Source: an optimization exercise on an open RTL-to-GDS flow (aim: small area). Production flows keep margins and buffers that such runs may drop. In this exercise RTL edits were held to simulation tests only and were not proved equivalent to the original.

$ cat flow/design.v
`default_nettype none
package game_pkg;
    localparam logic [11:0] FLOOR_COLOR  = 12'h642;
    localparam logic [11:0] OBJECT_COLOR = 12'h81d;
endpackage
`default_nettype wire
`default_nettype none
module floors_fall (
    input  logic        pclk,
    input  logic        rst,
    input  logic        space_button,
    input  logic [37:0] video_in,
    input  logic [11:0] x_obj,
    input  logic [11:0] y_obj,
    input  logic [11:0] y_pos,
    output logic [37:0] video_out,
    output logic        floor_hit,
    output logic        start,
    output logic        ending,
    output logic [11:0] y_obj_out
);
    logic [10:0] h, v;
    assign h = video_in[37:27];
    assign v = video_in[26:16];
    function automatic logic ge_c12(input logic [11:0] x, input logic [11:0] c);
        logic r;
        r = 1'b1;
        for (int i = 0; i < 12; i++) r = c[i] ? (x[i] & r) : (x[i] | r);
        ge_c12 = r;
    endfunction
    function automatic logic le_c12(input logic [11:0] x, input logic [11:0] c);
        logic r;
        r = 1'b1;
        for (int i = 0; i < 12; i++) r = c[i] ? (!x[i] | r) : (!x[i] & r);
        le_c12 = r;
    endfunction
    function automatic logic [11:0] sub12(input logic [11:0] a, input logic [11:0] b);
        logic c;
        c = 1'b1;
        for (int i = 0; i < 12; i++) begin
            sub12[i] = a[i] ^ !b[i] ^ c;
            c = (a[i] & !b[i]) | (c & (a[i] | !b[i]));
        end
    endfunction
    function automatic logic [11:0] add12(input logic [11:0] a, input logic [11:0] b);
        logic c;
        c = 1'b0;
        for (int i = 0; i < 12; i++) begin
            add12[i] = a[i] ^ b[i] ^ c;
            c = (a[i] & b[i]) | (c & (a[i] | b[i]));
        end
    endfunction
    function automatic logic [12:0] sub13(input logic [11:0] a, input logic [11:0] b);
        logic c;
        c = 1'b1;
        for (int i = 0; i < 12; i++) begin
            sub13[i] = a[i] ^ !b[i] ^ c;
            c = (a[i] & !b[i]) | (c & (a[i] | !b[i]));
        end
        sub13[12] = c;
    endfunction
    logic [8:0] q0, q1, q4, q5;
    logic [7:0] q2, q3, q6;
    logic [8:0] n0, n1, n4, n5;
    logic [7:0] n2, n3, n6;
    logic       w_q, g_q;
    function automatic logic [8:0] addc9(input logic [8:0] x, input logic [8:0] c);
        logic r;
        r = 1'b0;
        for (int i = 0; i < 9; i++) begin
            addc9[i] = x[i] ^ c[i] ^ r;
            r = c[i] ? (x[i] | r) : (x[i] & r);
        end
    endfunction
    function automatic logic [8:0] ge_c9(input logic [8:0] x, input logic [8:0] c);
        logic r;
        r = 1'b1;
        for (int i = 0; i < 9; i++) r = c[i] ? (x[i] & r) : (x[i] | r);
        ge_c9 = r;
    endfunction
    function automatic logic [8:0] step370(input logic [8:0] x, input logic [8:0] s);
        step370 = ge_c9(x, 9'(370 - s)) ? addc9(x, 9'(512 + s - 370)) : addc9(x, s);
    endfunction
    function automatic logic [7:0] step185(input logic [7:0] x, input logic [7:0] s);
        step185 = ge_c9({1'b0, x}, 9'(185 - s)) ? 8'(addc9({1'b0, x}, 9'(256 + s - 185))) :
                                                  8'(addc9({1'b0, x}, 9'(s)));
    endfunction
    always_comb begin
        if (rst) begin
            n0 = 9'd285; n1 = 9'd150; n2 = 8'd125; n3 = 8'd57;
            n4 = 9'd225; n5 = 9'd62;  n6 = 8'd150;
        end else if (w_q) begin
            n0 = step370(q0, 9'd25);
            n1 = step370(q1, 9'd125);
            n2 = step185(q2, 8'd160);
            n3 = step185(q3, 8'd165);
            n4 = step370(q4, 9'd25);
            n5 = step370(q5, 9'd125);
            n6 = step185(q6, 8'd160);
        end else begin
            n0 = q0; n1 = q1; n2 = q2; n3 = q3; n4 = q4; n5 = q5; n6 = q6;
        end
    end
    logic [69:0] hole;
    assign hole[10*0 +: 10] = {n0, 1'b0};
    assign hole[10*1 +: 10] = {n1, 1'b0};
    assign hole[10*2 +: 10] = {n2, 2'b00};
    assign hole[10*3 +: 10] = {n3, 2'b10};
    assign hole[10*4 +: 10] = {n4, 1'b0};
    assign hole[10*5 +: 10] = {n5, 1'b1};
    assign hole[10*6 +: 10] = {n6, 2'b00};
    always_ff @(posedge pclk) begin
        q0 <= n0; q1 <= n1; q2 <= n2; q3 <= n3; q4 <= n4; q5 <= n5; q6 <= n6;
        g_q <= !rst && (y_pos > 12'd1);
        w_q <= !rst && (y_pos <= 12'd1) && g_q;
    end
    localparam logic [83:0] C = {12'd450, 12'd300, 12'd150, 12'd0,
                                      12'd3946, 12'd3796, 12'd3646};
    logic [11:0] dv, dy;
    logic [6:0]  hi, pk, lk;
    logic        foot_hi;
    assign dv      = sub12({1'b0, v}, y_pos);
    assign dy      = sub12(y_obj, y_pos);
    assign foot_hi = ge_c12(y_obj, 12'd4048);
    always_comb begin
        for (int k = 0; k < 7; k++) begin
            hi[k] = ge_c12(y_pos, 12'(12'd4076 - C[12*k +: 12])) &&
                    le_c12(y_pos, 12'(12'd4095 - C[12*k +: 12]));
            pk[k] = ge_c12(dv, C[12*k +: 12]) && le_c12(dv, 12'(C[12*k +: 12] + 12'd20)) && !hi[k];
            lk[k] = ge_c12(dy, 12'(C[12*k +: 12] - 12'd48)) &&
                    le_c12(dy, 12'(C[12*k +: 12] - 12'd28)) && (!foot_hi || hi[k]);
        end
    end
    logic [9:0]  hp, hl;
    logic [11:0] yoff;
    localparam logic [83:0] YOFF = {12'd401, 12'd251, 12'd101, 12'd4047,
                                         12'd3897, 12'd3747, 12'd3597};
    always_comb begin
        hp   = '0;
        hl   = '0;
        yoff = '0;
        for (int k = 0; k < 7; k++) begin
            hp   = hp   | (hole[10*k +: 10] & {10{pk[k]}});
            hl   = hl   | (hole[10*k +: 10] & {10{lk[k]}});
            yoff = yoff | (YOFF[12*k +: 12] & {12{lk[k]}});
        end
    end
    logic on_floor, land, in_sprite, hit_now;
    logic [11:0] y_now;
    logic [12:0] eh, ex, es, et;
    assign eh = sub13({1'b0, h}, {2'b00, hp});
    assign ex = sub13(x_obj, {2'b00, hl});
    assign es = sub13({1'b0, h}, x_obj);
    assign et = sub13(y_obj, {1'b0, v});
    assign on_floor = |pk && (h != 11'd0) && !ge_c12({1'b0, h}, 12'd799) &&
                      !(eh[12] && le_c12(eh[11:0], 12'd60));
    assign land     = |lk &&
                      !(ex[12] && le_c12(ex[11:0], 12'd23));
    assign in_sprite = es[12] && le_c12(es[11:0], 12'd35) &&
                       !et[12] && ge_c12(et[11:0], 12'd4048);
    always_comb begin
        hit_now = 1'b1;
        y_now   = add12(y_pos, yoff);
        if (!land) begin
            y_now = 12'd552;
            if (y_obj != 12'd552) hit_now = 1'b0;
        end
    end
    logic pl, go, space_q, y1_q, play_now, go_now;
    assign play_now = !rst && (space_q || (pl && !y1_q));
    assign go_now   = !rst && !space_q && (y1_q || go);
    always_ff @(posedge pclk) begin
        pl      <= play_now;
        go      <= go_now;
        space_q <= !rst && space_button;
        y1_q    <= (y_obj == 12'd1);
        start   <= rst || (!pl && !go);
        ending  <= !rst && go;
    end
    logic [37:0] vid1;
    logic        hit1;
    logic [11:0] y1;
    logic [11:0] rgb;
    always_comb begin
        rgb = video_in[11:0];
        if (play_now) begin
            if (in_sprite)     rgb = game_pkg::OBJECT_COLOR;
            else if (on_floor) rgb = game_pkg::FLOOR_COLOR;
        end
    end
    always_ff @(posedge pclk) begin
        vid1 <= {video_in[37:12], rgb};
        hit1 <= hit_now;
        y1   <= y_now;
        if (rst) begin
            video_out <= '0;
            floor_hit <= 1'b0;
            y_obj_out <= '0;
        end else begin
            video_out <= vid1;
            floor_hit <= hit1;
            if (hit1) y_obj_out <= y1;
        end
    end
endmodule
`default_nettype wire
$ cat flow/run.sh
#!/bin/bash
# synth_recipe.tcl (not shown) runs the flow's synth.tcl, then flattens the netlist and writes it again
# the make line also repeats each setting of config.mk as NAME=value (left out here)
make -C /OpenROAD-flow-scripts/flow DESIGN_CONFIG=/design/flow/config.mk WORK_HOME=/design/flow/orfs CLKGATE_MAP_FILE= SYNTH_SCRIPT=/design/flow/synth_recipe.tcl finish
$ cat flow/config.mk
export PLATFORM = sky130hd
export DESIGN_NAME = floors_fall
export DESIGN_NICKNAME = floors_fall
export VERILOG_FILES = /design/flow/design.v
export SDC_FILE = /design/flow/constraint.sdc
export NUM_CORES = 4
export LEC_CHECK = 0
export CAP_MARGIN = 20
export CORE_MARGIN = 2
export CORE_UTILIZATION = 40
export SLEW_MARGIN = 20
$ cat flow/constraint.sdc
create_clock -name core_clock -period 6.0 [get_ports {pclk}]
set_input_delay 1.2000 -clock core_clock [delete_from_list [all_inputs] [get_ports {pclk}]]
set_output_delay 1.2000 -clock core_clock [all_outputs]
set_load 0.01 [all_outputs]
==> flow_summary.json <==
{
  "pin_count": 130,
  "crit_required_ns": 6.39,
  "finalSetupViolations": 25,
  "synth.distinct_cells": 75,
  "nFillCells": 2188,
  "grt_pass1_wl_um": 47700,
  "powerDensity_nw_per_um2": 212,
  "slew_headroom_pct": 39.9,
  "initial_core_util_pct": 40.4,
  "synth_top_area_share_pct": 33.9,
  "power_switching_w": 0.000942,
  "tightest_slew_ns": 0.889,
  "layout.cells.non_filler": 1761,
  "hold_viol": 0,
  "synth-seq-cells": 170,
  "p_sw_share_pct": 30.9,
  "start_kind": "primary input",
  "min_period_ns": 9.69,
  "cts_buffers": 17,
  "internal_power_w": 0.00211,
  "synthArstFlopShare_pct": 0,
  "grt_max_degree": 26,
  "post_drt_wl_per_cell_um": 17.2,
  "p_comb_share_pct": 22.6,
  "cts_root_buffer": "clkbuf_16",
  "synthCells": 1090,
  "synthTopCellsByCount": "170 x dfxtp_1, 128 x inv_1, 95 x nor2_1",
  "cts_max_level": 4,
  "worst_setup_path_end_kind": "register",
  "slowest_stage": "or4b_4",
  "rsz0062_at_grt": "true",
  "final.period_utilization_pct": 162,
  "syn2layout_area_growth_pct": 43.2,
  "layout-drive-gt1-share_pct": 27.7,
  "gr-total-overflow": 0,
  "status": "finished with violations",
  "crit_top_cell": "fa_2",
  "ir_drop_uv": 171,
  "drt.antenna.violating_nets": 0,
  "die_w_um": 162,
  "rows": 58,
  "syn-cell-area_um2": 10000,
  "port-buffer-count": 129,
  "fmax_mhz": 103,
  "die_y_um": 162,
  "gp_congestion": 0.945,
  "placeableCoreArea_um2": 24900,
  "synth_edf_count": 0,
  "maxCapViolations": 0,
  "dr.pass1.iters": 5,
  "die-area_um2": 26400,
  "seqPwrFrac_pct": 38.7,
  "clk_pin_slew_ns": 0.07,
  "syn_area_per_cell_um2": 9.22,
  "via_per_inst": 5.09,
  "drc_errors": 0,
  "synth.area.top_cells": "dfxtp_1 34%, fa_1 12%, ha_1 8.1%",
  "clk_latency_ns": 0.45,
  "p_total_w": 0.00305,
  "syn-num-nets": 1294,
  "grt.total_usage_pct": 23.6,
  "cp.arrival_ns": 10.08,
  "grt_pass1_vias": 8957,
  "nNetsFinal": 1621,
  "utilization_pct": 57.8,
  "layout_setup_ws_ns": -3.69,
  "clock_power_share_pct": 38.7,
  "dpl-instance-area_um2": 13400,
  "crit_type": "primary input to register",
  "cts_sinks": 170,
  "dpl.cell_count": 1713,
  "ys.warnings.count": 1,
  "cts_tree": "yes",
  "yosysTopAreaCell": "dfxtp_1",
  "design_area_um2": 14400,
  "wirelength_um": 30300,
  "synthMostInstantiatedCell": "dfxtp_1",
  "clockBufferDepth": 2,
  "antenna_found_initial": 1,
  "p_leak_nw": 6.13,
  "slew_viol_final": 0,
  "vias": 8958,
  "skew_ns": 0.0166,
  "hold_path_class": "register to register",
  "cp_max_fo": 6,
  "fin_tns_setup_ns": -88.17,
  "yosysSeqAreaShare_pct": 33.9,
  "ys.flop_type": "dfxtp_1",
  "so.violations": "negative setup slack",
  "dp_hpwl_um": 24800,
  "max_stage_delay_ns": 0.44,
  "drtIter0Drc": 573
}
[kinds of logic after synthesis]
group | after synthesis | synth area share (%)
adders and majority gates | 130 | 20.7
xor gates and xnor gates | 22 | 2.17
AOI/OAI and AO/OA | 199 | 14.5
muxes | 26 | 2.60
and+or+nand+nor | 366 | 19.2
DFF | 170 | 33.9
buffers and inverters | 177 | 6.96
[worst max-delay path: cells and delay by family]
family / cells / cell delay [ns]
buffers and inverters: 9 / 0.59
and+or+nand+nor: 8 / 1.51
adders and majority gates: 21 / 6.33
AOI/OAI and AO/OA: 3 / 0.44
[registers in the layout (all words and copies together) (netlist names), 8 cells and up]
| signal | flops |
|---|---|
| video_out | 38 |
| q6 | 8 |
| q0 | 9 |
| q5 | 9 |
| q2 | 8 |
| y1 | 12 |
| q4 | 9 |
| vid1 | 38 |
| q3 | 8 |
| y_obj_out | 12 |
| q1 | 9 |
[what timing repair did]
action | in CTS | in global routing
pin swaps | 22 | 15
endpoints found under the hold margin | 0 | 0
cloned | 2 | 0
setup endpoints to repair | 25 | 25
buffers inserted | 11 | 2
gates resized for setup | 62 | 22
hold buffers | 0 | 0
[area by class of cell]
cell class              instances  area [um2]  share of cell area [%]
repair buffers                357        3120                    21.7
diodes                          1        2.50                  0.0174
flip-flops and latches        170        3400                    23.7
inverters                     128         505                    3.51
clock inverters                15         220                    1.53
well taps                     330         413                    2.87
clock buffers                  17         425                    2.96
multi-input cells             743        6300                    43.8
[through the flow]
step	hold WS, ns	setup slack [ns]
after global routing	0.442	-3.93
after CTS	0.428	-3.75
after floorplan	0.398	-3.94
after detailed placement	0.417	-4.69
after global placement	0.415	-4.63
final	0.437	-3.69
[cells in the final DEF, fill, tap and decap left out, types with 6 or more instances in the layout]
master           Yosys  final
a22oi_1             20     19
fa_2                 0     43
clkinv_8             0      6
nand2b_1            16     15
mux2i_1             25     25
a222oi_1            10     10
fa_1                62     19
or2_2               11     11
clkdlybuf4s50_1      0    121
nor2b_1             49     49
nor4_1              15     11
xnor2_1             12     11
xor2_1               8      8
nand2_2              0      6
a22o_1              10     10
buf_4                0    218
nor2_1              95     93
and3_1              15     15
nand2_1             76     67
inv_1              128    112
dfxtp_1            170    169
clkbuf_16            0     17
nor3_1              24     24
a21oi_1             46     46
o211ai_1            29     29
a31oi_1             10     10
nand3_1             17     17
inv_12               0      6
inv_2                0     14
a211oi_1            15     13
nand4_1              7      7
ha_1                65     60
o21ai_0             19     18
[path summary, 6_finish.rpt]
kind           startpoint       endpoint  slack (ns)  cells past startpoint
max          video_in[16]        vid1[5]       -3.69                     41
min              vid1[33]  video_out[33]        0.44                      1
max reg2reg         q5[0]        vid1[5]       -0.58                     31
min reg2reg      vid1[33]  video_out[33]        0.44                      1
[power by group through the flow]
stage                     Sequential (W)  Clock, W  Combinational, W
after CTS                        0.00118   0.00120          0.000673
final                            0.00118   0.00118          0.000690
after detailed placement         0.00121         0          0.000643
after global placement           0.00121         0          0.000640
after global routing             0.00118   0.00125          0.000751
after floorplan                  0.00121         0          0.000319
[metal layers]
| metal | wire length [um] | global-route usage, % | vias up |
|---|---|---|---|
| met5 | 0 | 0 | - |
| li1 | - | - | 4403 |
| met1 | 13400 | 31.2 | 4225 |
| met3 | 2160 | 5.09 | 35 |
| met2 | 14100 | 38.6 | 295 |
| met4 | 633 | 7.84 | 0 |

-- re-timing with driven ports --
How much do the figures lean on ideal ports? The routed layout below was timed once more, with nothing changed but the port constraints. Step 1 sets driving cells, clkbuf_16 on the clock port and buf_2 on the other inputs (assumed; they add their load-dependent delay and slew). Step 2, shift: input delay + t, output delay - t, t = (earliest + latest rising clock arrival at the registers) / 2. This alone moves slack from input paths to output paths. a / b / c = ideal / step 1 / step 2; a / b = the first two.
shift t [ns]: 0.491
slack for setup (ns): -3.693 / -3.689 / -4.180
cell pins on the clock port's net: 1
For this run, drivers alone change the setup slack by +0.004 ns; drivers and shift together by -0.487 ns.
